Optimization exercise on an open flow, not production practice.
RTL: at most simulated, not proved equivalent.
Function not checked: runs 3, 7 and 8.
Power: default activity.

--- flow/standard.sh ---
#!/bin/bash
# synth_recipe.tcl (not shown) runs the flow's synth.tcl, then flattens the netlist and writes it again
# the make line also repeats each setting of config.mk as NAME=value (left out here)
make -C /OpenROAD-flow-scripts/flow DESIGN_CONFIG=/design/flow/config.mk WORK_HOME=/design/flow/orfs CLKGATE_MAP_FILE= SYNTH_SCRIPT=/design/flow/synth_recipe.tcl "${@:-finish}"
--- flow/config.mk ---
export PLATFORM = sky130hd
export DESIGN_NAME = bch_decoder
export DESIGN_NICKNAME = bch_decoder
export VERILOG_FILES = /design/flow/design.v
export SDC_FILE = /design/flow/constraint.sdc
export NUM_CORES = 4
export LEC_CHECK = 0
export CAP_MARGIN = 20
export CORE_MARGIN = 2
export CORE_UTILIZATION = 40
export SLEW_MARGIN = 20
--- flow/flow/run.sh ---
#!/bin/bash
# Standard layout, with timing repair aiming for 7 ns of setup slack at the
# 10 ns clock, so the paths are optimised for a shorter achieved period.
set -euo pipefail
bash standard.sh SETUP_SLACK_MARGIN=7 finish > make_finish.log 2>&1
--- flow/design.v ---
package bch_pkg;
	localparam logic [63:0] M_A1_63 = 64'h28140a052330180c;  
	localparam logic [63:0] M_R1_63 = 64'h0603201008040201;  
	localparam logic [63:0] M_A3_63 = 64'h092f3c1e0f2c160b;  
	localparam logic [63:0] M_R3_63 = 64'h2e17201008040201;  
	localparam logic [63:0] M_SQ_63 = 64'h00002b121e0b1001;  
	localparam logic [63:0] M_LT_63 = 64'h0000141e341c143a;  
	localparam logic [7:0]  L1_63   = 8'h3a;  
	localparam logic [8:0]  M3_63   = 9'h057;
	localparam int          NPOW_63 = 8;  
	localparam logic [63:0] POW_63 = 64'h1f0d2f0911130c01;
	localparam logic [63:0] M_A1_255 = 64'h261387cde8743a1d;  
	localparam logic [63:0] M_R1_255 = 64'h8040201008040201;  
	localparam logic [63:0] M_A3_255 = 64'hfe7f844221abee77;  
	localparam logic [63:0] M_R3_255 = 64'h8040201008040201;  
	localparam logic [63:0] M_SQ_255 = 64'hcb46918b42771001;  
	localparam logic [63:0] M_LT_255 = 64'hf61002642a242cd6;  
	localparam logic [7:0]  L1_255   = 8'hd6;  
	localparam logic [8:0]  M3_255   = 9'h177;
	localparam int          NPOW_255 = 32;  
	localparam logic [255:0] POW_255 = 256'h1b2cf712c3511c8295e3fce649a84f853b810dd9fefd655f5d466a9d8f4c1d01;
	localparam int Q63 = 8;
	function automatic logic [7:0] lin(input logic [7:0] x, input logic [63:0] m);
		lin = '0;
		for (int i = 0; i < 8; i++) begin
			if (x[i]) lin = lin ^ m[8*i +: 8];
		end
	endfunction
	function automatic logic [7:0] div_a(input logic is63, input logic [7:0] u);
		if (is63) div_a = {2'b00, u[0], u[5:1]} ^ {7'd0, u[0]};
		else div_a = {u[0], u[7:1]} ^ {4'd0, u[0], u[0], u[0], 1'b0};
	endfunction
	function automatic logic [7:0] div_x3(input logic is63, input logic [7:0] u);
		if (is63) div_x3 = 8'((u[0] ? ({1'b0, u} ^ M3_63) : {1'b0, u}) >> 1);
		else div_x3 = 8'((u[0] ? ({1'b0, u} ^ M3_255) : {1'b0, u}) >> 1);
	endfunction
	function automatic logic [7:0] add_mod(input logic is63, input logic [7:0] a,
		input logic [7:0] b);
		logic [7:0] g, t, gg, tt, gn, tn, c;
		logic       w;
		g = a & b;
		t = a ^ b;
		gg = g;
		tt = t;
		for (int d = 1; d < 8; d = d * 2) begin
			gn = gg;
			tn = tt;
			for (int i = d; i < 8; i++) begin
				gn[i] = gg[i] | (tt[i] & gg[i-d]);
				tn[i] = tt[i] & tt[i-d];
			end
			gg = gn;
			tt = tn;
		end
		w = is63 ? (gg[5] | tt[5]) : (gg[7] | tt[7]);
		c[0] = w;
		for (int i = 1; i < 8; i++) begin
			c[i] = gg[i-1] | (tt[i-1] & w);
		end
		add_mod = t ^ c;
		if (is63) add_mod[7:6] = 2'b00;
	endfunction
endpackage
module bch_syndrome (
	input                          clk,
	input                          rstn,
	input                          i_set,
	input  [1:0]                   i_code,
	input  [8-1:0]       i_data,
	output                         o_ready,
	output                         o_valid,
	input                          i_take,
	input                          i_free_next,
	output logic [7:0]             o_s1,
	output logic [7:0]             o_s3,
	output logic                   o_is63
);
	logic [4:0] cnt_q;
	logic       pend_q;
	logic       busy;
	logic       rdy_q;
	logic       pend_d;
	logic       en;
	logic       last;
	logic [7:0] bits;
	logic [7:0] s1_fb;
	logic [7:0] s3_fb;
	assign busy = (cnt_q != 5'd0);
	assign en = rdy_q;
	assign o_ready = rdy_q;
	assign pend_d = (en && last) || (pend_q && !i_take);
	assign last = busy && (cnt_q == (o_is63 ? 5'd7 : 5'd31));
	assign o_valid = pend_q;
	always_comb begin
		s1_fb = '0;
		s3_fb = '0;
		if (busy) begin
			if (o_is63) begin
				s1_fb = bch_pkg::lin(o_s1, bch_pkg::M_A1_63);
				s3_fb = bch_pkg::lin(o_s3, bch_pkg::M_A3_63);
			end else begin
				s1_fb = bch_pkg::lin(o_s1, bch_pkg::M_A1_255);
				s3_fb = bch_pkg::lin(o_s3, bch_pkg::M_A3_255);
			end
		end
		bits = {i_data[7] & busy, i_data[6:0]};
	end
	always_ff @(posedge clk or negedge rstn) begin
		if (!rstn) begin
			cnt_q <= '0;
			pend_q <= 1'b0;
			rdy_q <= 1'b1;
		end else begin
			if (busy) begin
				if (en) begin
					cnt_q <= last ? 5'd0 : cnt_q + 5'd1;
				end
			end else begin
				cnt_q <= {4'd0, en && i_set};
			end
			pend_q <= pend_d;
			rdy_q <= !pend_d || i_free_next;
		end
	end
	always_ff @(posedge clk) begin
		if (en) begin
			o_s1 <= s1_fb ^ bits;
			o_s3 <= s3_fb ^ bits;
			if (!busy) begin
				o_is63 <= (i_code == 2'd1);
			end
		end
	end
endmodule
module bch_berlekamp (
	input                          clk,
	input                          rstn,
	input                          i_valid,
	output                         o_take,
	output                         o_free_next,
	input  [7:0]                   i_s1,
	input  [7:0]                   i_s3,
	input                          i_is63,
	output logic                   o_finish,
	output [8-1:0]        o_odata
);
	logic       s_idle, s_a, s_b, s_c, s_e1, s_e2, s_sort, s_o0, s_o1;
	logic       n_idle, n_a, n_b, n_c, n_e1, n_e2, n_sort, n_o0, n_o1;
	logic [2:0] j_q;
	logic       is63_q;
	logic [7:0] z_q;
	logic [7:0] r_q;
	logic [7:0] a_q;
	logic       valid_q;
	logic       hit_q;
	logic       zero_q;
	logic [4:0] gi_q;
	logic       hit_n;
	logic [4:0] gi_n;
	logic       zero;
	logic       found;
	logic [7:0] l;
	logic [7:0] z_step;
	logic       srch;
	logic [7:0] r_sq;
	logic [7:0] r_exp;
	logic [1:0] a_bits;
	logic       b_last;
	logic [7:0] y;
	logic [7:0] s1_red;
	logic [7:0] s3_red;
	logic [7:0] p;
	logic       lt;
	logic       load;
	logic       is63_n;
	assign zero = zero_q;
	assign found = valid_q && (hit_q || zero);
	assign l = zero ? 8'd255 : {gi_q, j_q};
	always_comb begin
		if (is63_q) begin
			a_bits = {a_q[3'd5 - {j_q[1:0], 1'b0}], a_q[3'd4 - {j_q[1:0], 1'b0}]};
			r_sq = bch_pkg::lin(r_q, bch_pkg::M_SQ_63);
			y = bch_pkg::lin(r_q, bch_pkg::M_LT_63) ^ bch_pkg::L1_63;
			b_last = (j_q == 3'd2);
		end else begin
			a_bits = {a_q[3'd7 - {j_q[1:0], 1'b0}], a_q[3'd6 - {j_q[1:0], 1'b0}]};
			r_sq = bch_pkg::lin(r_q, bch_pkg::M_SQ_255);
			y = bch_pkg::lin(r_q, bch_pkg::M_LT_255) ^ bch_pkg::L1_255;
			b_last = (j_q == 3'd3);
		end
		r_exp = a_bits[0] ? bch_pkg::div_x3(is63_q, r_sq) : r_sq;
		if (a_bits[1]) r_exp = bch_pkg::div_x3(is63_q, bch_pkg::div_x3(is63_q, r_exp));
		z_step = bch_pkg::div_a(is63_q, z_q);
		if (i_is63) begin
			s1_red = bch_pkg::lin(i_s1, bch_pkg::M_R1_63);
			s3_red = bch_pkg::lin(i_s3, bch_pkg::M_R3_63);
		end else begin
			s1_red = i_s1;
			s3_red = i_s3;
		end
	end
	assign p = zero ? 8'd255 : bch_pkg::add_mod(is63_q, a_q, {gi_q, j_q});
	assign lt = (r_q < z_q);
	assign load = (s_idle || s_o1) && i_valid;
	assign o_take = load;
	always_comb begin
		n_idle = (s_idle || s_o1) && !i_valid;
		n_a = load || (s_a && !found);
		n_b = (s_a && found && !zero) || (s_b && !b_last);
		n_c = s_b && b_last;
		n_e1 = s_c || (s_e1 && !found);
		n_e2 = (s_e1 && found) || (s_e2 && !found);
		n_sort = s_e2 && found;
		n_o0 = s_sort || (s_a && found && zero);
		n_o1 = s_o0;
	end
	assign o_free_next = n_idle || n_o1;
	assign is63_n = load ? i_is63 : is63_q;
	bch_chien u_search (
		.i_z    (z_q),
		.i_is63 (is63_q),
		.o_hit  (hit_n),
		.o_i    (gi_n)
	);
	always_ff @(posedge clk or negedge rstn) begin
		if (!rstn) begin
			s_idle <= 1'b1;
			s_a <= 1'b0;
			s_b <= 1'b0;
			s_c <= 1'b0;
			s_e1 <= 1'b0;
			s_e2 <= 1'b0;
			s_sort <= 1'b0;
			s_o0 <= 1'b0;
			s_o1 <= 1'b0;
			o_finish <= 1'b0;
		end else begin
			s_idle <= n_idle;
			s_a <= n_a;
			s_b <= n_b;
			s_c <= n_c;
			s_e1 <= n_e1;
			s_e2 <= n_e2;
			s_sort <= n_sort;
			s_o0 <= n_o0;
			s_o1 <= n_o1;
			o_finish <= n_o0 || n_o1;
		end
	end
	always_ff @(posedge clk) begin
		hit_q <= hit_n;
		zero_q <= (z_q == 8'd0);
		gi_q <= gi_n;
		if (load || s_c || (s_e1 && found)) begin
			j_q <= 3'd7;
		end else if (s_a && found) begin
			j_q <= 3'd0;
		end else begin
			j_q <= j_q + 3'd1;
		end
		is63_q <= is63_n;
		if (s_a && found) begin
			a_q <= l;
		end
		valid_q <= (s_a || s_e1 || s_e2) && !found;
		if (s_e2) begin
			z_q <= found ? p : z_step;
		end else if (s_e1) begin
			z_q <= found ? (y ^ 8'd1) : z_step;
		end else if (s_a) begin
			z_q <= (found && zero) ? 8'd255 : z_step;
		end else if (s_c) begin
			z_q <= y;
		end else if (s_o0 || (s_sort && lt)) begin
			z_q <= r_q;
		end else if (load) begin
			z_q <= s1_red;
		end
		if (s_e1 && found) begin
			r_q <= p;
		end else if (s_b) begin
			r_q <= r_exp;
		end else if (s_sort && lt) begin
			r_q <= z_q;
		end else if (s_a && found && zero) begin
			r_q <= 8'd255;
		end else if (load) begin
			r_q <= s3_red;
		end
	end
	assign o_odata = z_q;
endmodule
module bch_chien (
	input  [7:0]                   i_z,
	input                          i_is63,
	output logic                   o_hit,
	output logic [4:0]             o_i
);
	always_comb begin
		o_hit = 1'b0;
		o_i = '0;
		if (i_is63) begin
			for (int i = 0; i < bch_pkg::NPOW_63; i++) begin
				if (i_z == bch_pkg::POW_63[8*i +: 8]) begin
					o_hit = 1'b1;
					o_i = o_i | 5'(i);
				end
			end
		end else begin
			for (int i = 0; i < bch_pkg::NPOW_255; i++) begin
				if (i_z == bch_pkg::POW_255[8*i +: 8]) begin
					o_hit = 1'b1;
					o_i = o_i | 5'(i);
				end
			end
		end
	end
endmodule
module bch_decoder (
	input                      clk,
	input                      rstn,
	input                      i_set,
	input  [1:0]               i_code,
	input  [8-1:0]   i_data,
	output                     o_ready,
	output                     o_finish,
	output [8-1:0]    o_odata
);
	logic       syn_valid;
	logic       syn_take;
	logic       free_next;
	logic [7:0] s1;
	logic [7:0] s3;
	logic       is63;
	bch_syndrome u_syndrome (
		.clk     (clk),
		.rstn    (rstn),
		.i_set   (i_set),
		.i_code  (i_code),
		.i_data  (i_data),
		.o_ready (o_ready),
		.o_valid (syn_valid),
		.i_take  (syn_take),
		.i_free_next (free_next),
		.o_s1    (s1),
		.o_s3    (s3),
		.o_is63  (is63)
	);
	bch_berlekamp u_solver (
		.clk      (clk),
		.rstn     (rstn),
		.i_valid  (syn_valid),
		.o_take   (syn_take),
		.o_free_next (free_next),
		.i_s1     (s1),
		.i_s3     (s3),
		.i_is63   (is63),
		.o_finish (o_finish),
		.o_odata  (o_odata)
	);
endmodule
--- flow/constraint.sdc ---
create_clock -name core_clock -period 10.0 [get_ports {clk}]
set_input_delay 2.0000 -clock core_clock [delete_from_list [all_inputs] [get_ports {clk}]]
set_output_delay 2.0000 -clock core_clock [all_outputs]
set_load 0.01 [all_outputs]
==> qor.txt, run 1 <==
First-pass GRT wire length: 31700 um
Worst Hold Class: flop to flop
Remaining DRCs: 0
Yosys warning count: 3
Pwr dens: 192 nW/um2
Int Pwr: 0.000882 W
Share of layout cells above drive strength 1: 16.3%
Max-cap violations: 0
Most frequent cells in the layout: nand2_1 (74), xnor2_1 (66), nor2_1 (63)
Worst Setup End Kind: primary output
CP Cell Sequence: buf_6
Drt initial violations: 815
Die ar.: 16800 um2
Clock power share: 21.3%
Cell Area, Synth: 6300 um2
Cell Area, Placed: 6610 um2
Bufs and invs on worst path: 1
Tot Pwr: 0.00142 W
P_sw: 0.000539 W
CTS Buf Count: 9
Final WL: 20100 um
Cells after Synth: 744
Fmax: 0.326 GHz
Worst path slowest cell: dfstp_4
Max-Slew Margin vs Limit: 47.7%
Antenna cell count: 0
Clk slew on worst S/H paths: 0.06 ns
WP data required: 8.00 ns
Most common cell after layout, fill and taps aside: nand2_1
CTS sink cnt: 70
DR vias/cell: 5.94
Yosys reg bits: 70
Flop pwr share: 32.4%
Post-Layout Inst Area: 7410 um2
Initial antenna violation count: 0
Global Route Usage Sum: 24.5%
Element type at the critical path start: flop
Core box area: 15300 um2
Synth Net Count: 780
Post-synth EDFFs: 42
Peak VDD IR: 0.205 mV
Yosys cell types: 68
# rows: 45
Avg Cell Area, Syn: 8.46 um2
DPL Wire Length: 13500 um
Setup violations, final: 0
Routability Congestion: 0.946
Root Driver: clkbuf_16
Initial Util: 41.1%
Top_reg_cell synth: edfxtp_1
Combinational Power Share: 46.2%
CTS tree: yes
Pre-Repair DR Iteration Count: 6
Grt total ovfl: 0
Clock latency on the worst-skew pair: 0.35 ns
WL/cell: 20.3 um
Slew @ Worst Pin: 0.779 ns
Final ANT Viol Nets: 0
Outcome: no timing/DRC/antenna violations
WP data arrival: 1.07 ns
Max clock buf depth: 2
Crit Path Class: flop to primary output
Count of final hold-check violations: 0
CP Max Fanout: 2
Critical path's top delay family: flip-flops
Fin Setup TNS: 0 ns
Horiz. Die Dim: 129 um
Unrepaired setup endpoints after global routing: true
Vias in the first global route: 5805
Minimum period implied by the final worst setup slack: 3.07 ns
Skew final: 0.00374 ns
Port-buffer cells: 22
Leakage power: 2.92 nW
Final period utilization: 30.7%
Slew Limit Fails: 0
Async S/R FF share, synth: 24.3%
Register area share after synthesis: 30.3%
I/O pins: 23
Die Y: 129 um
Layout Nets: 811
Area grow syn2layout: 17.7%
Net Sw Frac: 37.9%
Pin count of the biggest net entering global routing: 42
CTS HTree Levels: 3
Via count: 5886
Crit-path max cell delay: 0.62 ns
==> path summary, 6_finish.rpt <==
| path | slack, ns | depth (start not counted) | from | end |
|---|---|---|---|---|
| worst max register to register | 6.97 | 10 | u_solver.a_q[0] | u_solver.z_q[7] |
| max in group asynchronous | 7.40 | 1 | rstn | u_solver.s_a |
| worst min register to register | 0.43 | 1 | u_syndrome.pend_q | u_solver.s_idle |
| worst min-delay path | 0.43 | 1 | u_syndrome.pend_q | u_solver.s_idle |
| min in group asynchronous | 2.11 | 1 | rstn | u_syndrome.cnt_q[1] |
| worst max-delay path | 6.93 | 1 | u_syndrome.rdy_q | o_ready |
==> what timing repair did <==
| action | CTS | global route |
|---|---|---|
| gates cloned | 0 | 1 |
| endpoints found under the setup margin | 42 | 25 |
| setup buffers | 24 | 20 |
| gates resized for setup | 56 | 20 |
| pin swaps | 2 | 11 |
| hold buffers | 0 | 0 |
==> kinds of logic (layout without fill, tap and decap cells) <==
logic type      Yosys count  count (layout)  synth area share [%]
fa+ha+maj                23              23                  4.69
compound gates          184             184                  19.0
xor+xnor                122             122                  18.1
flops                    70              70                  30.3
buf+inv                  73             109                  4.75
simple gates            249             249                  18.9
mux                      23              23                  4.15
==> synthesized netlist by cell type (5+ instances only) <==
library cell	count	share of area (%)
nand2_1	74	4.4
xnor2_1	68	9.5
nor2_1	63	3.8
xor2_1	46	6.4
o21ai_0	44	3.5
edfxtp_1	42	20
a21oi_1	38	3.0
clkbuf_1	37	2.2
nor3_1	23	1.8
ha_1	22	4.4
inv_1	18	1.1
mux2i_1	18	2.9
a31oi_1	15	1.5
dfrtp_1	15	6.0
nand3_1	14	1.1
or2_2	14	1.4
dfxtp_1	11	3.5
nand2b_1	11	1.1
o21a_1	9	1.1
a21o_1	8	0.95
nor2b_1	8	0.79
o211ai_1	8	0.95
a211oi_1	7	0.83
a311oi_1	7	0.97
and3_1	7	0.70
nand4_1	7	0.70
o22ai_1	7	0.70
a41oi_1	6	0.83
nor3b_1	6	0.72
or3_1	6	0.60
and2_1	5	0.50
buf_1	5	0.30
buf_2	5	0.40
buf_4	5	0.60
o32ai_1	5	0.70
==> stage by stage <==
step	std cells	hold WS [ns]	utilization [%]	setup WS, ns
floorplan	744	0.396	-	7.00
global placement	930	0.418	43.2	6.31
detailed placement	930	0.430	43.2	6.25
CTS	970	0.438	46.6	6.80
global route	991	0.461	48.4	6.91
finish	991	0.435	48.4	6.93
==> flip-flops by register name, summed over array words and instances, names as in the netlist, 3 cells and up, named ones only <==
name and count:
u_solver.a_q 8, u_solver.r_q 8, u_solver.z_q 8, u_syndrome.o_s1 8, u_syndrome.o_s3 8, u_solver.gi_q 5, u_syndrome.cnt_q 5, u_solver.j_q 3
==> routing by layer <==
metal | vias to the layer above | part of all wire, % | global-route usage, %
li1 | 2727 | - | -
met1 | 2812 | 41 | 30.9
met2 | 289 | 49 | 41.8
met3 | 58 | 6.8 | 4.25
met4 | 0 | 3.4 | 9.87
met5 | - | 0 | 0
==> layout make-up <==
cell class              count  area (um2)
clock buffers               9         225
flip-flops and latches     70        1910
inverters                  21        78.8
well taps                 211         264
multi-input cells         601        4300
repair buffers             72         586
clock inverters             7        48.8
fillers                  1467        7900
==> power by group through the flow <==
stage	Combinational [W]	Sequential, W	Clock (W)
2_1_floorplan	0.000569	0.000425	0
3_3_place_gp	0.000636	0.000468	0
3_5_place_dp	0.000651	0.000469	0
4_1_cts	0.000662	0.000462	0.000305
5_1_grt	0.000740	0.000472	0.000315
6_report	0.000657	0.000461	0.000303
Testbench counts, summed over its fixed seeds: cycles 14,575, frames 512.
==> inputs of run 2 (changes only) <==
--- a/flow/config.mk
+++ b/flow/config.mk
@@ -9,3 +9,4 @@
 export CORE_MARGIN = 2
-export CORE_UTILIZATION = 40
+export CORE_UTILIZATION = 55
+export CTS_BUF_LIST = sky130_fd_sc_hd__clkbuf_2 sky130_fd_sc_hd__clkbuf_4 sky130_fd_sc_hd__clkbuf_8
 export SLEW_MARGIN = 20
==> run 2 against run 1 <==
Against the previous run:
- power is 1.1% higher
- cell count is 7.6% lower
- flip-flop and latch count stayed put
- design area is 1.8% lower
- clock-buffer cell count is 2 higher
- synthesized cell count stayed put
- largest power group unchanged
==> qor.txt, run 2 <==
Worst Setup End Kind: primary output
Net Sw Frac: 36.1%
Worst R2R Setup Slack: 7.00 ns
Met2 track demand over resource: 52.1%
Most frequent cells in the layout: nand2_1 (74), xnor2_1 (67), nor2_1 (63)
Top_reg_cell synth: edfxtp_1
Max-Slew Margin vs Limit: 43.1%
Met3 Resource Use GR: 4.70%
Bufs and invs on worst path: 1
Worst path slowest cell: dfstp_4
Vias in the first global route: 5713
Leakage power: 2.88 nW
Cell Area, Synth: 6300 um2
Global Route Usage Sum: 31.3%
Pin count of the biggest net entering global routing: 42
Max-cap violations: 0
Fmax: 0.320 GHz
Fin Setup TNS: 0 ns
Initial antenna violation count: 0
Minimum period implied by the final worst setup slack: 3.12 ns
CTS sink cnt: 70
Pre-CTS setup slack: 6.16 ns
DR vias/cell: 6.47
Synth Net Count: 780
Pwr dens: 197 nW/um2
Combinational Power Share: 45.6%
Final ANT Viol Nets: 0
Worst Hold Class: flop to flop
Pre-Repair DR Iteration Count: 6
Cells after Synth: 744
WL/cell: 21.4 um
First-pass GRT wire length: 30500 um
Core box area: 11300 um2
Element type at the critical path start: flop
Die ar.: 12300 um2
WP depth: 1
Register area share after synthesis: 30.3%
Hold path cells: 1
DPL Wire Length: 13200 um
Cells on worst reg2reg path: 11
Top cells by area, synth: edfxtp_1 (20%), xnor2_1 (9.5%), xor2_1 (6.4%)
Yosys warning count: 3
Area grow syn2layout: 15.6%
CP Cell Sequence: buf_6
Root Driver: clkbuf_8
Skew final: 0.00780 ns
Final period utilization: 31.2%
Yosys reg bits: 70
Async S/R FF share, synth: 24.3%
Setup violations, final: 0
Reg2reg start: u_solver.a_q[5]
# rows: 39
GRT Max-Usage Layer: met2
Area of the multi-input gates: 4280 um2
Share of layout cells above drive strength 1: 15.4%
Remaining DRCs: 0
WP data required: 8.00 ns
Drt initial violations: 820
FF-to-FF End: u_solver.z_q[1]
Via count: 5927
WP data arrival: 1.12 ns
CP Max Fanout: 2
Avg Cell Area, Syn: 8.46 um2
Slew @ Worst Pin: 0.851 ns
Post-synth EDFFs: 42
Unrepaired setup endpoints after global routing: true
Max clock buf depth: 2
Worst Setup EP: o_ready
Post-synth top cells: nand2_1 (74), xnor2_1 (68), nor2_1 (63)
Clock latency on the worst-skew pair: 0.37 ns
Layout Nets: 804
Routability Congestion: 0.942
Post-synth top area cell: edfxtp_1
CTS tree: yes
Initial Util: 55.9%
Count of final hold-check violations: 0
CTS HTree Levels: 3
Horiz. Die Dim: 111 um
Top-area cell type share of the netlist area: 20.0%
Yosys cell types: 68
Slew Limit Fails: 0
I/O pins: 23
Worst setup margin: 6.88 ns
Flop pwr share: 32.0%
Most common cell after layout, fill and taps aside: nand2_1
Worst setup startpoint: u_syndrome.rdy_q
Antenna cell count: 0
Final WL: 19600 um
Filler instances: 938
# hold bufs at CTS: 0
Clk slew on worst S/H paths: 0.08 ns
Clock power share: 22.4%
Outcome: no timing/DRC/antenna violations
P_sw: 0.000518 W
M1 GR Usage: 39.0%
Register Area: 1920 um2
Int Pwr: 0.000918 W
Port-buffer cells: 22
Crit-path max cell delay: 0.65 ns
Top-count cell post-synth: nand2_1
Die Y: 111 um
Peak VDD IR: 0.246 mV
Critical path's top delay family: flip-flops
Grt total ovfl: 0
Crit Path Class: flop to primary output
CTS Buf Count: 9
==> run 2: cells by family (layout without fill, tap and decap cells) <==
| kind of cell | after synthesis | in the layout | synth area share, % |
|---|---|---|---|
| compound gates | 184 | 184 | 19.0 |
| mux | 23 | 23 | 4.15 |
| buf+inv | 73 | 102 | 4.75 |
| xor+xnor | 122 | 122 | 18.1 |
| fa+ha+maj | 23 | 23 | 4.69 |
| simple gates | 249 | 249 | 18.9 |
| flops | 70 | 70 | 30.3 |
==> run 2: layer usage <==
layer	wire [um]	share of wire (%)
met5	0	0
met1	7630	39
met2	9580	49
met3	1390	7.1
met4	1030	5.2
==> run 2: layout make-up <==
cell class	instances	share of cell area [%]
Timing Repair Buffer	65	7.41
Inverter	21	1.19
Sequential cell	70	26.3
Multi-Input combinational cell	601	58.8
Clock buffer	11	2.08
Tap cell	143	2.46
Clock inverter	5	1.77
==> run 2: how the worst min path moves through the flow <==
stage                      start              end
3_5_place_dp   u_syndrome.pend_q  u_solver.s_idle
2_1_floorplan  u_syndrome.pend_q  u_solver.s_idle
5_1_grt        u_syndrome.pend_q  u_solver.s_idle
3_3_place_gp   u_syndrome.pend_q  u_solver.s_idle
6_report       u_syndrome.pend_q  u_solver.s_idle
4_1_cts        u_syndrome.pend_q  u_solver.s_idle
==> run 2: per-stage QoR <==
| step | util [%] | instance area, um2 | instances | power [W] | hold slack (ns) |
|---|---|---|---|---|---|
| floorplan | - | 6300 | 744 | 0.000994 | 0.396 |
| global placement | 57.9 | 6530 | 862 | 0.00110 | 0.419 |
| detailed placement | 57.9 | 6530 | 862 | 0.00111 | 0.427 |
| CTS | 62.5 | 7050 | 901 | 0.00144 | 0.440 |
| global route | 64.6 | 7280 | 916 | 0.00154 | 0.455 |
| finish | 64.6 | 7280 | 916 | 0.00144 | 0.438 |
==> run 2: timing repair <==
action | CTS | global route
pin swaps | 4 | 11
buffers inserted | 23 | 15
resized for setup | 59 | 23
endpoints found under the hold margin | 0 | 0
endpoints found under the setup margin | 43 | 23
==> run 2: power groups by stage <==
stage                     clock network (W)  registers [W]  logic, W
final                              0.000322       0.000460  0.000654
after global routing               0.000335       0.000466  0.000736
after CTS                          0.000323       0.000459  0.000654
after detailed placement                  0       0.000467  0.000642
after global placement                    0       0.000466  0.000629
after floorplan                           0       0.000425  0.000569
==> inputs of run 3 (changes only) <==
--- a/flow/design.v
+++ b/flow/design.v
@@ -275,4 +275,8 @@
 			z_q <= r_q;
+		end else if (s_sort) begin
+			z_q <= z_q;
 		end else if (load) begin
 			z_q <= s1_red;
+		end else begin
+			z_q <= z_step;
 		end
--- a/flow/config.mk
+++ b/flow/config.mk
@@ -9,3 +9,3 @@
 export CORE_MARGIN = 2
-export CORE_UTILIZATION = 55
+export CORE_UTILIZATION = 40
 export CTS_BUF_LIST = sky130_fd_sc_hd__clkbuf_2 sky130_fd_sc_hd__clkbuf_4 sky130_fd_sc_hd__clkbuf_8
==> run 3 against run 2 <==
Against the previous run:
- still clean on timing, DRC and antenna
- synthesized cell count up 7.7%
- clock-buffer cell count down 1
- sequential share of layout area down 1.1 points
- core utilization down 18 points
- power down 11%
- fmax up 1.2%
- synthesized area up 5.9%
- register-to-register slack better by 0.06 ns
- flip-flop and latch count unchanged
- global-route usage down 8.2 points
- combinational power down 7.8%
- critical path type unchanged
- critical endpoint unchanged
- largest cell class unchanged
- largest power group unchanged
- highest routed layer unchanged
==> qor.txt, run 3 <==
Largest family of logic cells by synthesized area: compound AO/OA/AOI/OAI gates
Synth Area in Simple Gates: 19.4%
Slew @ Worst Pin: 1.17 ns
Area grow syn2layout: 13.8%
Horiz. Die Dim: 133 um
Top-area cell type share of the netlist area: 18.9%
Top_reg_cell synth: edfxtp_1
CP Cell Sequence: buf_6
Finished Layout Cells: 1051
Top-count cell post-synth: nand2_1
Clk slew on worst S/H paths: 0.08 ns
Post-synthesis adder-cell area fraction: 4.43%
Max clock buf depth: 2
Peak VDD IR: 0.222 mV
Synth Net Count: 837
DPL Wire Length: 13700 um
Pre-CTS setup slack: 6.38 ns
Worst setup margin: 6.91 ns
Pwr dens: 168 nW/um2
CTS Buf Count: 9
Crit-path max cell delay: 0.62 ns
Fmax: 0.324 GHz
DP Cell Count: 989
Final period utilization: 30.9%
Final WL: 20300 um
Initial antenna violation count: 0
I/O pins: 23
Unrepaired setup endpoints after global routing: true
Pin count of the biggest net entering global routing: 41
M1 GR Usage: 31.4%
Crit Path Class: flop to primary output
Core box area: 16500 um2
Pre-Repair DR Iteration Count: 6
Routability Congestion: 0.932
DR vias/cell: 5.93
Slew Limit Fails: 0
Max-cap violations: 0
Outcome: no timing/DRC/antenna violations
Yosys warning count: 3
CTS tree: yes
Element type at the critical path start: flop
Layout Nets: 862
Post-synthesis mux area share: 4.60%
Setup violations, final: 0
Skew final: 0.0176 ns
Count of final hold-check violations: 0
Final ANT Viol Nets: 0
Most frequent cells in the layout: nand2_1 (76), nor2_1 (73), xnor2_1 (65)
Minimum period implied by the final worst setup slack: 3.09 ns
Via count: 6232
Remaining DRCs: 0
Initial Util: 40.5%
# rows: 47
Leakage power: 2.94 nW
Worst Setup End Kind: primary output
Xor and xnor area share after synthesis: 16.9%
CP Max Fanout: 2
Clock latency on the worst-skew pair: 0.37 ns
WP data required: 8.00 ns
Yosys cell types: 79
Post-synth top area cell: edfxtp_1
Max-Slew Margin vs Limit: 21.6%
Vias in the first global route: 5854
Port-buffer cells: 22
Worst path slowest cell: dfstp_4
Fin Setup TNS: 0 ns
Register area share after synthesis: 28.6%
CTS HTree Levels: 3
WP data arrival: 1.09 ns
Share of layout cells above drive strength 1: 15.3%
Top cells by area, synth: edfxtp_1 (19%), xnor2_1 (8.5%), xor2_1 (6.8%)
Met3 Resource Use GR: 4.22%
CTS sink cnt: 70
Cells after Synth: 801
Yosys reg bits: 70
Grt total ovfl: 0
Drt initial violations: 873
GRT Max-Usage Layer: met2
Async S/R FF share, synth: 24.3%
Cell Area, Synth: 6670 um2
Bufs and invs on worst path: 1
WL/cell: 19.4 um
Post-synth EDFFs: 42
Die Y: 133 um
Worst Hold Class: flop to flop
Synth Area in Compound Gates: 19.7%
Global Route Usage Sum: 23.1%
Most common cell after layout, fill and taps aside: nand2_1
Avg Cell Area, Syn: 8.33 um2
First-pass GRT wire length: 32200 um
Die ar.: 17700 um2
Met2 track demand over resource: 36.4%
Filler instances: 1693
Antenna cell count: 0
Root Driver: clkbuf_8
Post-synth top cells: nand2_1 (76), nor2_1 (73), xnor2_1 (65)
Critical path's top delay family: flip-flops
[run 3: cell count changes in the layout (fill, tap and decap cells not counted), sizes merged, moves of 5 or more]
cell	change
a21oi	+9
a311oi	-7
buf	+7
inv	+7
nand3	+8
nor2	+10
nor3	+5
nor3b	-5
nor4	+5
o21ai	+10
o22ai	+5
o31ai	+5
[run 3: layer usage]
layer,share of wire [%],up-vias
met2,45,323
met3,7.9,78
met5,0,-
met1,43,2913
li1,-,2918
met4,4.1,0
[run 3: cells by family after synthesis]
kind of cell / count (synthesis)
adder cells (fa/ha/maj): 23
multiplexers: 24
AO/OA/AOI/OAI: 206
flip-flops: 70
AND/OR/NAND/NOR: 273
buffers and inverters: 84
XOR/XNOR: 121
[run 3: through the flow]
step	hold WS (ns)	area, um2	util [%]	total power [W]
CTS	0.449	7350	44.6	0.00128
global placement	0.431	6890	41.8	0.00105
floorplan	0.390	6670	-	0.000945
finish	0.442	7590	46.1	0.00128
detailed placement	0.434	6890	41.8	0.00106
global route	0.479	7590	46.1	0.00137
[run 3: what timing repair did]
action | 4_1_cts | 5_1_grt
hold buffers | 0 | 0
setup buffers | 28 | 15
setup endpoints to repair | 32 | 21
gates cloned | 1 | 1
endpoints found under the hold margin | 0 | 0
gates resized for setup | 57 | 20
[run 3: where the power goes]
group          switching, W  internal (W)  total, W  leakage (nW)
Sequential        0.0000730      0.000382  0.000455         0.730
Combinational      0.000307      0.000296  0.000603          2.12
Clock              0.000123     0.0000947  0.000218        0.0910
[run 3: layout make-up]
| cell class | count | area, um2 | area share, % |
|---|---|---|---|
| clock buffer | 10 | 131 | 1.73 |
| clock inverter | 6 | 45.0 | 0.594 |
| inverter | 25 | 101 | 1.34 |
| multi-input combinational | 649 | 4540 | 59.9 |
| sequential | 70 | 1920 | 25.3 |
| tap | 220 | 275 | 3.63 |
| timing repair buffer | 71 | 572 | 7.54 |
[run 3: worst paths after layout]
| kind | cells past startpoint | slack (ns) | startpoint | to |
|---|---|---|---|---|
| setup / recovery | 1 | 6.91 | u_syndrome.rdy_q | o_ready |
| hold / removal | 1 | 0.44 | u_syndrome.pend_q | u_solver.s_idle |
| setup reg to reg | 9 | 7.06 | u_solver.is63_q | u_solver.r_q[5] |
| hold reg to reg | 1 | 0.44 | u_syndrome.pend_q | u_solver.s_idle |
| max in group asynchronous | 1 | 7.41 | rstn | u_solver.s_c |
| min in group asynchronous | 1 | 2.08 | rstn | u_solver.s_sort |
==> inputs of run 4 (changes only) <==
--- a/flow/design.v
+++ b/flow/design.v
@@ -275,8 +275,4 @@
 			z_q <= r_q;
-		end else if (s_sort) begin
-			z_q <= z_q;
 		end else if (load) begin
 			z_q <= s1_red;
-		end else begin
-			z_q <= z_step;
 		end
==> run 4 against run 3 <==
Against the previous run:
- sequential power up 1%
- via count down 6.2%
- clock power about the same
- fmax down 0.96%
- cell count down 5.8%
- clock skew down 0.0034 ns
- die area down 5.4%
- flip-flop and latch count unchanged
- critical endpoint unchanged
- largest power group unchanged
==> qor.txt, run 4 <==
Outcome: no timing/DRC/antenna violations
Async S/R FF share, synth: 24.3%
Fin Setup TNS: 0 ns
Top_reg_cell synth: edfxtp_1
Crit-path max cell delay: 0.64 ns
Worst Hold Class: flop to flop
Avg Cell Area, Syn: 8.46 um2
Final ANT Viol Nets: 0
CTS HTree Levels: 3
Met2 WL: 9920 um
CTS tree: yes
Pin count of the biggest net entering global routing: 42
DR vias/cell: 5.90
Slew Limit Fails: 0
Worst path slowest cell: dfstp_4
Post-synth EDFFs: 42
Initial Util: 41.1%
Largest family of logic cells by synthesized area: compound AO/OA/AOI/OAI gates
Top-count cell post-synth: nand2_1
Xor and xnor area share after synthesis: 18.1%
Filler instances: 1490
Critical path's top delay family: flip-flops
Most frequent cells in the layout: nand2_1 (74), xnor2_1 (66), nor2_1 (62)
Port-buffer cells: 22
Max layer used: met4
Skew final: 0.0143 ns
Worst setup startpoint: u_syndrome.rdy_q
Remaining DRCs: 0
Count of final hold-check violations: 0
First-pass GRT wire length: 31700 um
Met3 Routed Length: 1230 um
Root Driver: clkbuf_8
Cell Area, Synth: 6300 um2
WP data required: 8.00 ns
Yosys cell types: 68
Unrepaired setup endpoints after global routing: true
Metal-1 WL: 8240 um
Via count: 5844
Top-area cell type share of the netlist area: 20.0%
Tot Pwr: 0.00134 W
Yosys reg bits: 70
Final period utilization: 31.2%
HP Start: u_syndrome.pend_q
Minimum period implied by the final worst setup slack: 3.12 ns
Bufs and invs on worst path: 1
Area grow syn2layout: 16.1%
# rows: 45
Clock latency on the worst-skew pair: 0.39 ns
Pwr dens: 183 nW/um2
DPL Wire Length: 13500 um
Synth Net Count: 780
Max-cap violations: 0
Fmax: 0.321 GHz
Clk slew on worst S/H paths: 0.08 ns
Die Y: 129 um
CTS Buf Count: 9
Yosys warning count: 3
Max clock buf depth: 2
Top cells by area, synth: edfxtp_1 (20%), xnor2_1 (9.5%), xor2_1 (6.4%)
Register area share after synthesis: 30.3%
Reg2reg start: u_solver.a_q[0]
Synth Area in Simple Gates: 18.9%
Final WL: 20000 um
Routability Congestion: 0.946
Crit Path Class: flop to primary output
Setup violations, final: 0
Post-synth top area cell: edfxtp_1
Max-Slew Margin vs Limit: 47.2%
Leakage power: 2.87 nW
Finished Layout Cells: 990
Post-synthesis adder-cell area fraction: 4.69%
Pre-CTS setup slack: 6.25 ns
Post-synth top cells: nand2_1 (74), xnor2_1 (68), nor2_1 (63)
CTS sink cnt: 70
Slew @ Worst Pin: 0.790 ns
Most common cell after layout, fill and taps aside: nand2_1
Global Route Usage Sum: 24.5%
Vias in the first global route: 5807
Horiz. Die Dim: 129 um
Drt initial violations: 732
CP Max Fanout: 2
Pre-Repair DR Iteration Count: 5
Element type at the critical path start: flop
Initial antenna violation count: 0
Synth Area in Compound Gates: 19.0%
Peak VDD IR: 0.204 mV
WP data arrival: 1.12 ns
I/O pins: 23
Cells after Synth: 744
Post-synthesis mux area share: 4.15%
Worst setup margin: 6.88 ns
Core box area: 15300 um2
Grt total ovfl: 0
DP Cell Count: 930
Layout Nets: 810
Antenna cell count: 0
Die ar.: 16800 um2
Share of layout cells above drive strength 1: 16.3%
Worst Setup End Kind: primary output
WL/cell: 20.2 um
CP Cell Sequence: buf_6
run 4: cell count changes in the layout (fill, tap and decap cells not counted), sizes merged, moves of 6 or more:
cell,before,now
inv,25,19
a21oi,47,38
nor2,74,64
o21ai,57,47
nand3,22,14
a311oi,0,7
run 4: metal layers:
metal | vias to the layer above | global-route usage [%]
li1 | 2706 | -
met1 | 2823 | 31.1
met2 | 256 | 42.0
met3 | 59 | 4.13
met4 | 0 | 9.23
met5 | - | 0
run 4: layout make-up:
type | instances | area (um2) | area share (%)
Multi-Input combinational cell | 601 | 4320 | 59.1
Timing Repair Buffer | 71 | 561 | 7.67
Sequential cell | 70 | 1910 | 26.2
Clock buffer | 9 | 124 | 1.70
Tap cell | 211 | 264 | 3.61
Inverter | 21 | 78.8 | 1.08
Clock inverter | 7 | 48.8 | 0.668
run 4: what timing repair did:
action | CTS | global route
gates resized for setup | 62 | 18
setup endpoints to repair | 42 | 23
endpoints found under the hold margin | 0 | 0
hold buffers | 0 | 0
buffers inserted | 26 | 18
pin swaps | 3 | 1
run 4: metrics by stage:
stage               area [um2]  hold slack [ns]  util [%]
floorplan                 6300            0.396         -
global placement          6610            0.418      43.2
detailed placement        6610            0.430      43.2
CTS                       7050            0.440      46.0
global route              7310            0.463      47.7
finish                    7310            0.444      47.7
run 4: where the power goes:
| group | switching, W | internal (W) |
|---|---|---|
| clock network | 0.000126 | 0.0000902 |
| logic | 0.000335 | 0.000325 |
| registers | 0.0000721 | 0.000388 |
run 4: cells by family after synthesis:
logic type | after synthesis
adders and majority gates | 23
DFF | 70
buffers and inverters | 73
AOI/OAI and AO/OA | 184
and+or+nand+nor | 249
muxes | 23
xor gates and xnor gates | 122
run 4: final timing paths:
path                            cells past startpoint                  end  slack (ns)
worst min register to register                      1      u_solver.s_idle        0.44
max in group asynchronous                           1  u_syndrome.cnt_q[4]        7.44
min in group asynchronous                           1  u_syndrome.cnt_q[1]        2.07
worst max register to register                     10      u_solver.z_q[7]        6.95
worst max-delay path                                1              o_ready        6.88
worst min-delay path                                1      u_solver.s_idle        0.44
Testbench counts of run 4, summed over its fixed seeds: cycles 14,575, frames 512.
==> inputs of run 5 (changes only) <==
--- a/flow/config.mk
+++ b/flow/config.mk
@@ -11,2 +11,4 @@
 export CTS_BUF_LIST = sky130_fd_sc_hd__clkbuf_2 sky130_fd_sc_hd__clkbuf_4 sky130_fd_sc_hd__clkbuf_8
+export CTS_CLUSTER_DIAMETER = 200
+export CTS_CLUSTER_SIZE = 30
 export SLEW_MARGIN = 20
==> run 5 against run 4 <==
Against the previous run:
- still clean
- first-iteration DRC count did not move
- via count did not move
- die area did not move
- global-route usage did not move
- sequential power barely moved
- core utilization did not move
- cell count did not move
- flip-flop and latch count did not move
- sequential share of layout area did not move
- critical path type unchanged
==> qor.txt, run 5 <==
CTS sink cnt: 70
Bufs and invs on worst path: 1
Worst Setup End Kind: primary output
Crit Path Class: flop to primary output
Vias in the first global route: 5807
I/O pins: 23
WP data arrival: 1.12 ns
CP Max Fanout: 2
Final WL: 20000 um
DP Cell Count: 930
Drt initial violations: 732
Post-synth top area cell: edfxtp_1
Final ANT Viol Nets: 0
# rows: 45
Final hold slack: 0.444 ns
Synth Area in Simple Gates: 18.9%
Routability Congestion: 0.946
WP data required: 8.00 ns
Via count: 5844
Hold path cells: 1
Reg2reg start: u_solver.a_q[0]
HP Start: u_syndrome.pend_q
Core box area: 15300 um2
CTS tree: yes
Most frequent cells in the layout: nand2_1 (74), xnor2_1 (66), nor2_1 (62)
Slew @ Worst Pin: 0.790 ns
CTS HTree Levels: 3
Worst path slowest cell: dfstp_4
DPL Wire Length: 13500 um
Top-area cell type share of the netlist area: 20.0%
Fin Setup TNS: 0 ns
Cells on worst reg2reg path: 10
FF-to-FF End: u_solver.z_q[7]
Most common cell after layout, fill and taps aside: nand2_1
Largest family of logic cells by synthesized area: compound AO/OA/AOI/OAI gates
Xor and xnor area share after synthesis: 18.1%
Minimum period implied by the final worst setup slack: 3.12 ns
Port-buffer cells: 22
Max clock buf depth: 2
# hold bufs at CTS: 0
Root Driver: clkbuf_8
Clock latency on the worst-skew pair: 0.39 ns
Die Y: 129 um
Final period utilization: 31.2%
Setup violations, final: 0
Avg Cell Area, Syn: 8.46 um2
Top cells by area, synth: edfxtp_1 (20%), xnor2_1 (9.5%), xor2_1 (6.4%)
Worst R2R Setup Slack: 6.95 ns
DR vias/cell: 5.90
Critical path's top delay family: flip-flops
Grt total ovfl: 0
Finished Layout Cells: 990
Hold path endpoint: u_solver.s_idle
Leakage power: 2.87 nW
Remaining DRCs: 0
Worst setup margin: 6.88 ns
Synth Net Count: 780
Unrepaired setup endpoints after global routing: true
Max-Slew Margin vs Limit: 47.2%
Peak VDD IR: 0.204 mV
Crit-path max cell delay: 0.64 ns
Top_reg_cell synth: edfxtp_1
Slew Limit Fails: 0
Register area share after synthesis: 30.3%
Layout Nets: 810
Pwr dens: 183 nW/um2
Yosys cell types: 68
First-pass GRT wire length: 31700 um
Yosys reg bits: 70
Top-count cell post-synth: nand2_1
CP Cell Sequence: buf_6
Fmax: 0.321 GHz
Outcome: no timing/DRC/antenna violations
Area grow syn2layout: 16.1%
CTS Buf Count: 9
Die ar.: 16800 um2
Clk slew on worst S/H paths: 0.08 ns
Post-synthesis adder-cell area fraction: 4.69%
Initial antenna violation count: 0
Count of final hold-check violations: 0
Pre-CTS setup slack: 6.25 ns
Share of layout cells above drive strength 1: 16.3%
Synth Area in Compound Gates: 19.0%
WL/cell: 20.2 um
Element type at the critical path start: flop
Post-synthesis mux area share: 4.15%
Async S/R FF share, synth: 24.3%
Cells after Synth: 744
Max-cap violations: 0
Antenna cell count: 0
Yosys warning count: 3
Global Route Usage Sum: 24.5%
Skew final: 0.0143 ns
Cell Area, Synth: 6300 um2
Worst Hold Class: flop to flop
Horiz. Die Dim: 129 um
Post-synth top cells: nand2_1 (74), xnor2_1 (68), nor2_1 (63)
Initial Util: 41.1%
Pin count of the biggest net entering global routing: 42
Pre-Repair DR Iteration Count: 5
Post-synth EDFFs: 42
[run 5: cell counts after synthesis]
Identical to the previous run, type by type.
[run 5: metrics by stage]
step	instance area, um2	total power, W	utilization [%]
global placement	6610	0.00110	43.2
floorplan	6300	0.000994	-
CTS	7050	0.00134	46.0
finish	7310	0.00134	47.7
detailed placement	6610	0.00112	43.2
global route	7310	0.00144	47.7
[run 5: worst max-delay path by stage]
stage	from	to	cells after the start
floorplan	u_solver.a_q[0]	u_solver.z_q[1]	11
global placement	u_solver.z_q[6]	u_solver.z_q[1]	7
detailed placement	u_solver.z_q[6]	u_solver.z_q[0]	7
CTS	u_syndrome.rdy_q	o_ready	1
global route	u_syndrome.rdy_q	o_ready	1
finish	u_syndrome.rdy_q	o_ready	1
[run 5: final cells by class]
cell class	count	area [um2]
fill	1490	8010
multi-input combinational	601	4320
sequential	70	1910
timing repair buffer	71	561
tap	211	264
clock buffer	9	124
inverter	21	78.8
clock inverter	7	48.8
[run 5: layer usage]
metal,global-route usage (%),share of wire [%]
met1,31.1,41
met2,42.0,50
met3,4.13,6.1
met4,9.23,3.2
met5,0,0
[run 5: timing repair]
| action | in CTS | in global routing |
|---|---|---|
| setup endpoints to repair | 42 | 23 |
| pin swaps | 3 | 1 |
| buffers inserted | 26 | 18 |
| resized for setup | 62 | 18 |
[run 5: cells by family (layout without fill, tap and decap cells)]
group	count (synthesis)	in the layout
xor+xnor	122	122
compound gates	184	184
simple gates	249	249
flops	70	70
mux	23	23
fa+ha+maj	23	23
buf+inv	73	108
[run 5: report_power, final]
part	switching, W	leakage (nW)	internal (W)
clock network	0.000126	0.0894	0.0000902
registers	0.0000721	0.708	0.000388
logic	0.000335	2.07	0.000325
==> inputs of run 6 (changes only) <==
--- a/flow/config.mk
+++ b/flow/config.mk
@@ -12,3 +12,3 @@
 export CTS_CLUSTER_DIAMETER = 200
-export CTS_CLUSTER_SIZE = 30
+export CTS_CLUSTER_SIZE = 60
 export SLEW_MARGIN = 20
==> run 6 against run 5 <==
Against the previous run:
- sequential power about the same
- global-route usage did not move
- cell count is the same
- routed wire length did not move
- design area stayed put
- still clean
- flip-flop and latch count did not move
- combinational power about the same
- first-iteration DRC count unchanged
- largest cell class unchanged
- non-clock buffer count unchanged
- synthesized cell count stayed put
- clock skew unchanged
==> qor.txt, run 6 <==
DPL Wire Length: 13500 um
Fin Setup TNS: 0 ns
Clk slew on worst S/H paths: 0.08 ns
CTS Buf Count: 9
Peak VDD IR: 0.204 mV
Initial Util: 41.1%
Most frequent cells in the layout: nand2_1 (74), xnor2_1 (66), nor2_1 (62)
Max-cap violations: 0
Final core occ: 47.7%
WL/cell: 20.2 um
Root Driver: clkbuf_8
Max-Slew Margin vs Limit: 47.2%
Cells after Synth: 744
Critical path's top delay family: flip-flops
Pre-CTS setup slack: 6.25 ns
Worst Setup End Kind: primary output
Clock latency on the worst-skew pair: 0.39 ns
Flop pwr share: 34.5%
CP Cell Sequence: buf_6
Grt total ovfl: 0
Net Sw Frac: 39.9%
Max clock buf depth: 2
Clock power share: 16.2%
Top-count cell post-synth: nand2_1
Via count: 5844
Synth Net Count: 780
Share of layout cells above drive strength 1: 16.3%
Drt initial violations: 732
CTS tree: yes
Core box area: 15300 um2
Async S/R FF share, synth: 24.3%
Horiz. Die Dim: 129 um
Post-synth top cells: nand2_1 (74), xnor2_1 (68), nor2_1 (63)
Setup violations, final: 0
P_sw: 0.000533 W
Skew final: 0.0143 ns
Crit Path Class: flop to primary output
Count of final hold-check violations: 0
Post-synth EDFFs: 42
Top-area cell type share of the netlist area: 20.0%
WP data required: 8.00 ns
CP Max Fanout: 2
Top cells by area, synth: edfxtp_1 (20%), xnor2_1 (9.5%), xor2_1 (6.4%)
Pwr dens: 183 nW/um2
Die ar.: 16800 um2
Yosys warning count: 3
Antenna cell count: 0
Most common cell after layout, fill and taps aside: nand2_1
Minimum period implied by the final worst setup slack: 3.12 ns
Worst setup margin: 6.88 ns
Leakage power: 2.87 nW
I/O pins: 23
CTS HTree Levels: 3
Outcome: no timing/DRC/antenna violations
Global Route Usage Sum: 24.5%
Final ANT Viol Nets: 0
Port-buffer cells: 22
Slew Limit Fails: 0
First-pass GRT wire length: 31700 um
Combinational Power Share: 49.4%
Layout Nets: 810
Die Y: 129 um
Final WL: 20000 um
Avg Cell Area, Syn: 8.46 um2
WP data arrival: 1.12 ns
Crit-path max cell delay: 0.64 ns
Area grow syn2layout: 16.1%
Register area share after synthesis: 30.3%
Slew @ Worst Pin: 0.790 ns
Yosys reg bits: 70
Bufs and invs on worst path: 1
Final period utilization: 31.2%
Post-synth top area cell: edfxtp_1
Worst path slowest cell: dfstp_4
Remaining DRCs: 0
Initial antenna violation count: 0
# rows: 45
Top_reg_cell synth: edfxtp_1
Pin count of the biggest net entering global routing: 42
Yosys cell types: 68
Worst Hold Class: flop to flop
Cell Area, Synth: 6300 um2
CTS sink cnt: 70
Int Pwr: 0.000803 W
Vias in the first global route: 5807
Element type at the critical path start: flop
Pre-Repair DR Iteration Count: 5
DR vias/cell: 5.90
Routability Congestion: 0.946
Unrepaired setup endpoints after global routing: true
Fmax: 0.321 GHz
[run 6: cell counts in the layout (fill, tap and decap cells not counted)]
Identical to the previous run, type by type.
[run 6: final timing paths]
path	from	depth (start not counted)	slack (ns)	end
max	u_syndrome.rdy_q	1	6.88	o_ready
min	u_syndrome.pend_q	1	0.44	u_solver.s_idle
max reg2reg	u_solver.a_q[0]	10	6.95	u_solver.z_q[7]
min reg2reg	u_syndrome.pend_q	1	0.44	u_solver.s_idle
max in group asynchronous	rstn	1	7.44	u_syndrome.cnt_q[4]
min in group asynchronous	rstn	1	2.07	u_syndrome.cnt_q[1]
[run 6: metrics by stage]
stage	instance area (um2)	instances	hold WS, ns	total power [W]
after global routing	7310	990	0.463	0.00144
after global placement	6610	930	0.418	0.00110
final	7310	990	0.444	0.00134
after detailed placement	6610	930	0.430	0.00112
after CTS	7050	972	0.440	0.00134
after floorplan	6300	744	0.396	0.000994
[run 6: final cells by class]
class / instances / area, um2
Inverter: 21 / 78.8
Fill cell: 1490 / 8010
Tap cell: 211 / 264
Clock inverter: 7 / 48.8
Multi-Input combinational cell: 601 / 4320
Clock buffer: 9 / 124
Timing Repair Buffer: 71 / 561
Sequential cell: 70 / 1910
[run 6: what timing repair did]
action                     4_1_cts  5_1_grt
resized for setup               62       18
hold buffers                     0        0
buffers inserted                26       18
setup endpoints to repair       42       23
pin swaps                        3        1
cloned                           0        0
[run 6: power by group through the flow]
| stage | sequential [W] | clock [W] | combinational, W |
|---|---|---|---|
| 5_1_grt | 0.000471 | 0.000227 | 0.000741 |
| 3_5_place_dp | 0.000469 | 0 | 0.000651 |
| 6_report | 0.000461 | 0.000216 | 0.000660 |
| 3_3_place_gp | 0.000468 | 0 | 0.000636 |
| 2_1_floorplan | 0.000425 | 0 | 0.000569 |
| 4_1_cts | 0.000461 | 0.000218 | 0.000662 |
[run 6: logic make-up after synthesis]
family | count (synthesis) | synth area share [%]
AOI/OAI and AO/OA | 184 | 19.0
xor gates and xnor gates | 122 | 18.1
adders and majority gates | 23 | 4.69
buffers and inverters | 73 | 4.75
DFF | 70 | 30.3
muxes | 23 | 4.15
and+or+nand+nor | 249 | 18.9
[run 6: per-layer routing]
layer	vias to the layer above	part of all wire, %	GRT usage (%)
met3	59	6.1	4.13
met5	-	0	0
met4	0	3.2	9.23
met1	2823	41	31.1
met2	256	50	42.0
li1	2706	-	-
==> inputs of run 7 (changes only) <==
--- a/flow/design.v
+++ b/flow/design.v
@@ -180,3 +180,3 @@
 		if (is63_q) begin
-			a_bits = {a_q[3'd5 - {j_q[1:0], 1'b0}], a_q[3'd4 - {j_q[1:0], 1'b0}]};
+			a_bits = s_a ? gi_q[2:1] : {a_q[3'd5 - {j_q[1:0], 1'b0}], a_q[3'd4 - {j_q[1:0], 1'b0}]};
 			r_sq = bch_pkg::lin(r_q, bch_pkg::M_SQ_63);
@@ -185,3 +185,3 @@
 		end else begin
-			a_bits = {a_q[3'd7 - {j_q[1:0], 1'b0}], a_q[3'd6 - {j_q[1:0], 1'b0}]};
+			a_bits = s_a ? gi_q[4:3] : {a_q[3'd7 - {j_q[1:0], 1'b0}], a_q[3'd6 - {j_q[1:0], 1'b0}]};
 			r_sq = bch_pkg::lin(r_q, bch_pkg::M_SQ_255);
@@ -256,3 +256,3 @@
 		end else if (s_a && found) begin
-			j_q <= 3'd0;
+			j_q <= 3'd1;
 		end else begin
@@ -280,3 +280,3 @@
 			r_q <= p;
-		end else if (s_b) begin
+		end else if (s_b || (s_a && found && !zero)) begin
 			r_q <= r_exp;
--- a/flow/config.mk
+++ b/flow/config.mk
@@ -10,5 +10,2 @@
 export CORE_UTILIZATION = 40
-export CTS_BUF_LIST = sky130_fd_sc_hd__clkbuf_2 sky130_fd_sc_hd__clkbuf_4 sky130_fd_sc_hd__clkbuf_8
-export CTS_CLUSTER_DIAMETER = 200
-export CTS_CLUSTER_SIZE = 60
 export SLEW_MARGIN = 20
==> run 7 against run 6 <==
Against the previous run:
- still clean on timing, DRC and antenna
- cell count grew 5.4%
- power grew 9.9%
- clock power is 66% higher
- global-route usage grew 0.076 points
- die area is 2.1% higher
- first-iteration DRC count down 21%
- register-to-register slack gained 0.04 ns
- sequential share of layout area fell by 1.7 points
- critical path depth did not move
- worst hold slack got worse by 0.019 ns
- design area up 7.1%
- highest routed layer unchanged
==> qor.txt, run 7 <==
Remaining DRCs: 0
Max-Slew Margin vs Limit: 44.1%
First-pass GRT wire length: 32300 um
Tot Pwr: 0.00147 W
DPL Wire Length: 13900 um
Worst Hold Class: flop to flop
Top-area cell type share of the netlist area: 19.6%
Post-synth EDFFs: 42
Skew final: 0.00781 ns
Max-cap violations: 0
Cells after Synth: 763
Yosys warning count: 3
Most frequent cells in the layout: nand2_1 (76), nor2_1 (72), buf_4 (71)
Fin Setup TNS: 0 ns
Post-synthesis mux area share: 4.63%
Area of the multi-input gates: 4420 um2
Worst Setup End Kind: primary output
Drt initial violations: 580
CTS tree: yes
Slew @ Worst Pin: 0.835 ns
WP data arrival: 1.09 ns
WP depth: 1
Peak VDD IR: 0.204 mV
Pwr dens: 188 nW/um2
Filler instances: 1458
Minimum period implied by the final worst setup slack: 3.09 ns
Crit Path Class: flop to primary output
Pin count of the biggest net entering global routing: 39
CTS HTree Levels: 3
Antenna cell count: 0
Root Driver: clkbuf_16
Fmax: 0.324 GHz
Yosys cell types: 76
Most common cell after layout, fill and taps aside: nand2_1
Via count: 6191
DR vias/cell: 5.94
Worst setup startpoint: u_syndrome.rdy_q
Port-buffer cells: 22
Synth Net Count: 799
Unrepaired setup endpoints after global routing: true
Register Area: 1920 um2
Setup violations, final: 0
Cell Area, Synth: 6430 um2
Worst Setup EP: o_ready
Synth Area in Compound Gates: 19.2%
Global Route Usage Sum: 24.6%
Critical path's top delay family: flip-flops
Initial Util: 40.6%
CP Max Fanout: 2
Slew Limit Fails: 0
Final ANT Viol Nets: 0
Element type at the critical path start: flop
Yosys reg bits: 70
Cells on worst reg2reg path: 13
Synth Area in Simple Gates: 19.5%
I/O pins: 23
CTS sink cnt: 70
Final WL: 21100 um
Bufs and invs on worst path: 1
Area grow syn2layout: 21.7%
CTS Buf Count: 9
Post-synth top cells: nand2_1 (78), nor2_1 (72), xnor2_1 (66)
Max clock buf depth: 2
Die Y: 131 um
Top_reg_cell synth: edfxtp_1
CP Cell Sequence: buf_6
# rows: 46
Share of layout cells above drive strength 1: 20.1%
WL/cell: 20.2 um
Vias in the first global route: 5857
Crit-path max cell delay: 0.65 ns
Horiz. Die Dim: 131 um
Final period utilization: 30.9%
Core box area: 15800 um2
Top cells by area, synth: edfxtp_1 (20%), xnor2_1 (9.0%), xor2_1 (6.8%)
Clk slew on worst S/H paths: 0.06 ns
Leakage power: 3.08 nW
WP data required: 8.00 ns
FF-to-FF End: u_solver.z_q[0]
Outcome: no timing/DRC/antenna violations
Pre-Repair DR Iteration Count: 5
Reg2reg start: u_solver.z_q[6]
Worst path slowest cell: dfstp_4
Post-synth top area cell: edfxtp_1
Avg Cell Area, Syn: 8.43 um2
Async S/R FF share, synth: 24.3%
Grt total ovfl: 0
Post-synthesis adder-cell area fraction: 4.59%
Initial antenna violation count: 0
Register area share after synthesis: 29.7%
Xor and xnor area share after synthesis: 17.7%
Routability Congestion: 0.971
Worst R2R Setup Slack: 6.99 ns
Die ar.: 17100 um2
Count of final hold-check violations: 0
Largest family of logic cells by synthesized area: simple AND/OR/NAND/NOR gates
Top-count cell post-synth: nand2_1
Layout Nets: 858
Clock latency on the worst-skew pair: 0.34 ns
==> run 7: cell count changes after synthesis, moves of 5 or more <==
cell | before | now
a21oi_1 | 38 | 31
a311oi_1 | 7 | 2
inv_1 | 18 | 23
nand3_1 | 14 | 23
nor2_1 | 63 | 72
nor2b_1 | 8 | 13
nor3b_1 | 6 | 1
o21ai_0 | 44 | 52
o21ai_1 | 3 | 9
==> run 7: per-layer routing <==
layer	GRT usage, %	up-vias	wire length (um)
li1	-	2839	-
met2	40.9	337	10200
met3	3.22	68	1590
met4	10.5	0	814
met1	32.3	2947	8510
met5	0	-	0
==> run 7: report_power, final <==
group	switching (W)	internal [W]	leakage (nW)	total (W)
sequential	0.0000776	0.000387	0.710	0.000465
clock	0.000134	0.000225	0.166	0.000359
combinational	0.000322	0.000322	2.20	0.000645
total	0.000534	0.000934	3.08	0.00147
==> run 7: cells by family (layout without fill, tap and decap cells) <==
family | after synthesis | in the layout
adders and majority gates | 23 | 23
buffers and inverters | 74 | 138
xor gates and xnor gates | 122 | 122
and+or+nand+nor | 266 | 266
muxes | 22 | 22
DFF | 70 | 70
AOI/OAI and AO/OA | 186 | 186
==> run 7: per-stage QoR <==
stage / hold slack, ns / util, % / setup WS, ns / std cells / instance area, um2
finish: 0.425 / 49.4 / 6.91 / 1043 / 7820
floorplan: 0.390 / - / 7.04 / 763 / 6440
global placement: 0.411 / 42.6 / 5.92 / 954 / 6750
CTS: 0.428 / 47.0 / 6.90 / 1011 / 7440
global route: 0.465 / 49.4 / 6.88 / 1043 / 7820
detailed placement: 0.416 / 42.6 / 5.87 / 954 / 6750
==> run 7: what timing repair did <==
action                                  4_1_cts  5_1_grt
resized for setup                            54       34
setup buffers                                41       32
endpoints found under the setup margin       42       28
hold buffers                                  0        0
pin swaps                                     6       16
==> run 7: area by class of cell <==
cell class | instances | area share [%]
multi-input combinational | 619 | 56.4
sequential | 70 | 24.5
timing repair buffer | 99 | 10.0
clock buffer | 11 | 3.52
tap | 216 | 3.45
inverter | 23 | 1.25
clock inverter | 5 | 0.784
==> run 7: how the worst min path moves through the flow <==
| stage | startpoint | endpoint | slack, ns | depth (start not counted) |
|---|---|---|---|---|
| finish | u_syndrome.pend_q | u_solver.s_idle | 0.43 | 1 |
| global route | u_syndrome.pend_q | u_solver.s_idle | 0.47 | 1 |
| CTS | u_syndrome.pend_q | u_solver.s_idle | 0.43 | 1 |
| detailed placement | u_syndrome.pend_q | u_solver.s_idle | 0.42 | 1 |
| global placement | u_syndrome.pend_q | u_solver.s_idle | 0.41 | 1 |
| floorplan | u_solver.s_o0 | u_solver.s_o1 | 0.39 | 0 |
==> inputs of run 8 (changes only) <==
--- a/flow/design.v
+++ b/flow/design.v
@@ -163,3 +163,3 @@
 	logic [7:0] z_step;
-	logic       srch;
+	logic [7:0] z_cmp;
 	logic [7:0] r_sq;
@@ -218,5 +218,6 @@
 	assign is63_n = load ? i_is63 : is63_q;
+	assign z_cmp = load ? s1_red : z_q;
 	bch_chien u_search (
-		.i_z    (z_q),
-		.i_is63 (is63_q),
+		.i_z    (z_cmp),
+		.i_is63 (is63_n),
 		.o_hit  (hit_n),
@@ -251,5 +252,7 @@
 		hit_q <= hit_n;
-		zero_q <= (z_q == 8'd0);
+		zero_q <= (z_cmp == 8'd0);
 		gi_q <= gi_n;
-		if (load || s_c || (s_e1 && found)) begin
+		if (load) begin
+			j_q <= 3'd0;
+		end else if (s_c || (s_e1 && found)) begin
 			j_q <= 3'd7;
@@ -264,3 +267,3 @@
 		end
-		valid_q <= (s_a || s_e1 || s_e2) && !found;
+		valid_q <= load || ((s_a || s_e1 || s_e2) && !found);
 		if (s_e2) begin
@@ -276,3 +279,3 @@
 		end else if (load) begin
-			z_q <= s1_red;
+			z_q <= bch_pkg::div_a(i_is63, s1_red);
 		end
--- a/flow/config.mk
+++ b/flow/config.mk
@@ -10,2 +10,3 @@
 export CORE_UTILIZATION = 40
+export CTS_BUF_LIST = sky130_fd_sc_hd__clkbuf_2 sky130_fd_sc_hd__clkbuf_4 sky130_fd_sc_hd__clkbuf_8
 export SLEW_MARGIN = 20
==> run 8 against run 7 <==
Against the previous run:
- register-to-register slack improved by 0.14 ns
- design area rose by 0.34%
- flip-flop and latch count did not move
- critical endpoint unchanged
- largest power group unchanged
==> qor.txt, run 8 <==
Outcome: no timing/DRC/antenna violations
Cell Area, Synth: 7070 um2
Port-buffer cells: 22
Pwr dens: 192 nW/um2
# hold bufs at CTS: 0
Root Driver: clkbuf_8
Post-synth top cells: nand2_1 (91), xnor2_1 (82), nor2_1 (72)
Drt initial violations: 479
Minimum period implied by the final worst setup slack: 3.09 ns
Skew final: 0.0162 ns
WP data arrival: 1.09 ns
CTS tree: yes
WP depth: 1
DR vias/cell: 5.94
# rows: 48
Yosys cell types: 93
Filler instances: 1706
Routability Congestion: 0.943
Initial antenna violation count: 1
Peak VDD IR: 0.239 mV
First-pass GRT wire length: 32800 um
Register area share after synthesis: 26.9%
Slew Limit Fails: 0
Synth Net Count: 876
Grt total ovfl: 0
Core box area: 17300 um2
CTS HTree Levels: 3
Async S/R FF share, synth: 24.3%
Worst path slowest cell: dfstp_4
Final WL: 20800 um
Yosys warning count: 3
Top_reg_cell synth: edfxtp_1
Top-count cell post-synth: nand2_1
Critical path's top delay family: flip-flops
Pin count of the biggest net entering global routing: 44
Horiz. Die Dim: 137 um
Vias in the first global route: 6056
WP data required: 8.00 ns
Layout Nets: 882
Remaining DRCs: 0
Fmax: 0.324 GHz
CP Cell Sequence: buf_6
Setup violations, final: 0
Crit-path max cell delay: 0.63 ns
Crit Path Class: flop to primary output
Element type at the critical path start: flop
Global Route Usage Sum: 22.6%
CP Max Fanout: 2
Most frequent cells in the layout: nand2_1 (90), xnor2_1 (79), nor2_1 (72)
Worst Setup End Kind: primary output
Top-area cell type share of the netlist area: 17.4%
Unrepaired setup endpoints after global routing: true
I/O pins: 23
Cells after Synth: 844
CTS sink cnt: 70
Antenna cell count: 0
Final core occ: 45.4%
Post-synth top area cell: edfxtp_1
Post-synth EDFFs: 41
Max-Slew Margin vs Limit: 40.6%
Clock latency on the worst-skew pair: 0.37 ns
Avg Cell Area, Syn: 8.38 um2
Area of the multi-input gates: 4890 um2
Yosys reg bits: 70
Clk slew on worst S/H paths: 0.09 ns
CTS Buf Count: 9
Final hold slack: 0.523 ns
Register Area: 1910 um2
Area grow syn2layout: 11.0%
Worst Hold Class: flop to flop
Leakage power: 3.02 nW
Final period utilization: 30.9%
Tot Pwr: 0.00151 W
Die ar.: 18800 um2
Slew @ Worst Pin: 0.888 ns
WL/cell: 19.3 um
Initial Util: 40.9%
Max clock buf depth: 2
Fin Setup TNS: 0 ns
Max-cap violations: 0
Via count: 6413
DP Cell Count: 1038
Count of final hold-check violations: 0
Final ANT Viol Nets: 0
Top cells by area, synth: edfxtp_1 (17%), xnor2_1 (10%), xor2_1 (5.6%)
Cells on worst reg2reg path: 10
Hold path cells: 1
Share of layout cells above drive strength 1: 15.8%
DPL Wire Length: 14800 um
Finished Layout Cells: 1080
Most common cell after layout, fill and taps aside: nand2_1
Pre-Repair DR Iteration Count: 6
Bufs and invs on worst path: 1
Die Y: 137 um
==> run 8: cell count changes in the layout (fill, tap and decap cells not counted), moves of 9 or more <==
| cell | before | now |
|---|---|---|
| a21oi_1 | 29 | 48 |
| buf_4 | 71 | 32 |
| clkbuf_16 | 11 | 0 |
| clkbuf_8 | 0 | 9 |
| mux2_2 | 2 | 11 |
| nand2_1 | 76 | 90 |
| o21ai_0 | 48 | 38 |
| xnor2_1 | 65 | 79 |
==> run 8: cell type report <==
type | count | share of cell area, %
flip-flops and latches | 70 | 24.3
repair buffers | 56 | 5.67
clock inverters | 7 | 1.24
multi-input cells | 688 | 62.3
well taps | 225 | 3.59
inverters | 25 | 1.26
clock buffers | 9 | 1.58
==> run 8: timing repair <==
action                                  4_1_cts  5_1_grt
setup buffers                                11       15
endpoints found under the setup margin       29       33
gates resized for setup                      46       28
pin swaps                                     0        2
==> run 8: metrics by stage <==
stage                     worst slack [ns]  instance area (um2)
final                                 6.91                 7850
after global routing                  6.87                 7850
after CTS                             6.76                 7630
after detailed placement              6.49                 7330
after global placement                6.48                 7330
after floorplan                       7.29                 7070
==> run 8: path summary, 6_finish.rpt <==
path	slack (ns)	to	start
max	6.91	o_ready	u_syndrome.rdy_q
min	0.52	u_solver.s_o0	u_solver.s_sort
max reg2reg	7.13	u_solver.z_q[1]	u_solver.a_q[5]
min reg2reg	0.52	u_solver.s_o0	u_solver.s_sort
max in group asynchronous	7.32	asynchronous set/reset pin	rstn
min in group asynchronous	2.12	u_solver.s_sort	rstn
==> run 8: layer usage <==
| metal | wire [um] | vias to the layer above | GRT usage, % |
|---|---|---|---|
| met4 | 420 | 2 | 6.64 |
| met3 | 1330 | 42 | 4.00 |
| met1 | 9690 | 3058 | 32.0 |
| met5 | 13 | - | 0 |
| met2 | 9400 | 252 | 35.2 |
| li1 | - | 3059 | - |
==> run 8: cell families (layout without fill, tap and decap cells) <==
family	Yosys count	after routing	synth area share [%]
adders and majority gates	19	19	3.47
buffers and inverters	86	97	5.75
DFF	70	70	26.9
and+or+nand+nor	276	276	18.5
muxes	38	38	6.72
xor gates and xnor gates	132	132	16.9
AOI/OAI and AO/OA	223	223	21.8
==> run 8: power breakdown <==
part,switching (W),internal [W],total [W]
clock network,0.000122,0.000141,0.000263
logic,0.000380,0.000377,0.000757
registers,0.0000960,0.000390,0.000486
total,0.000598,0.000908,0.00151
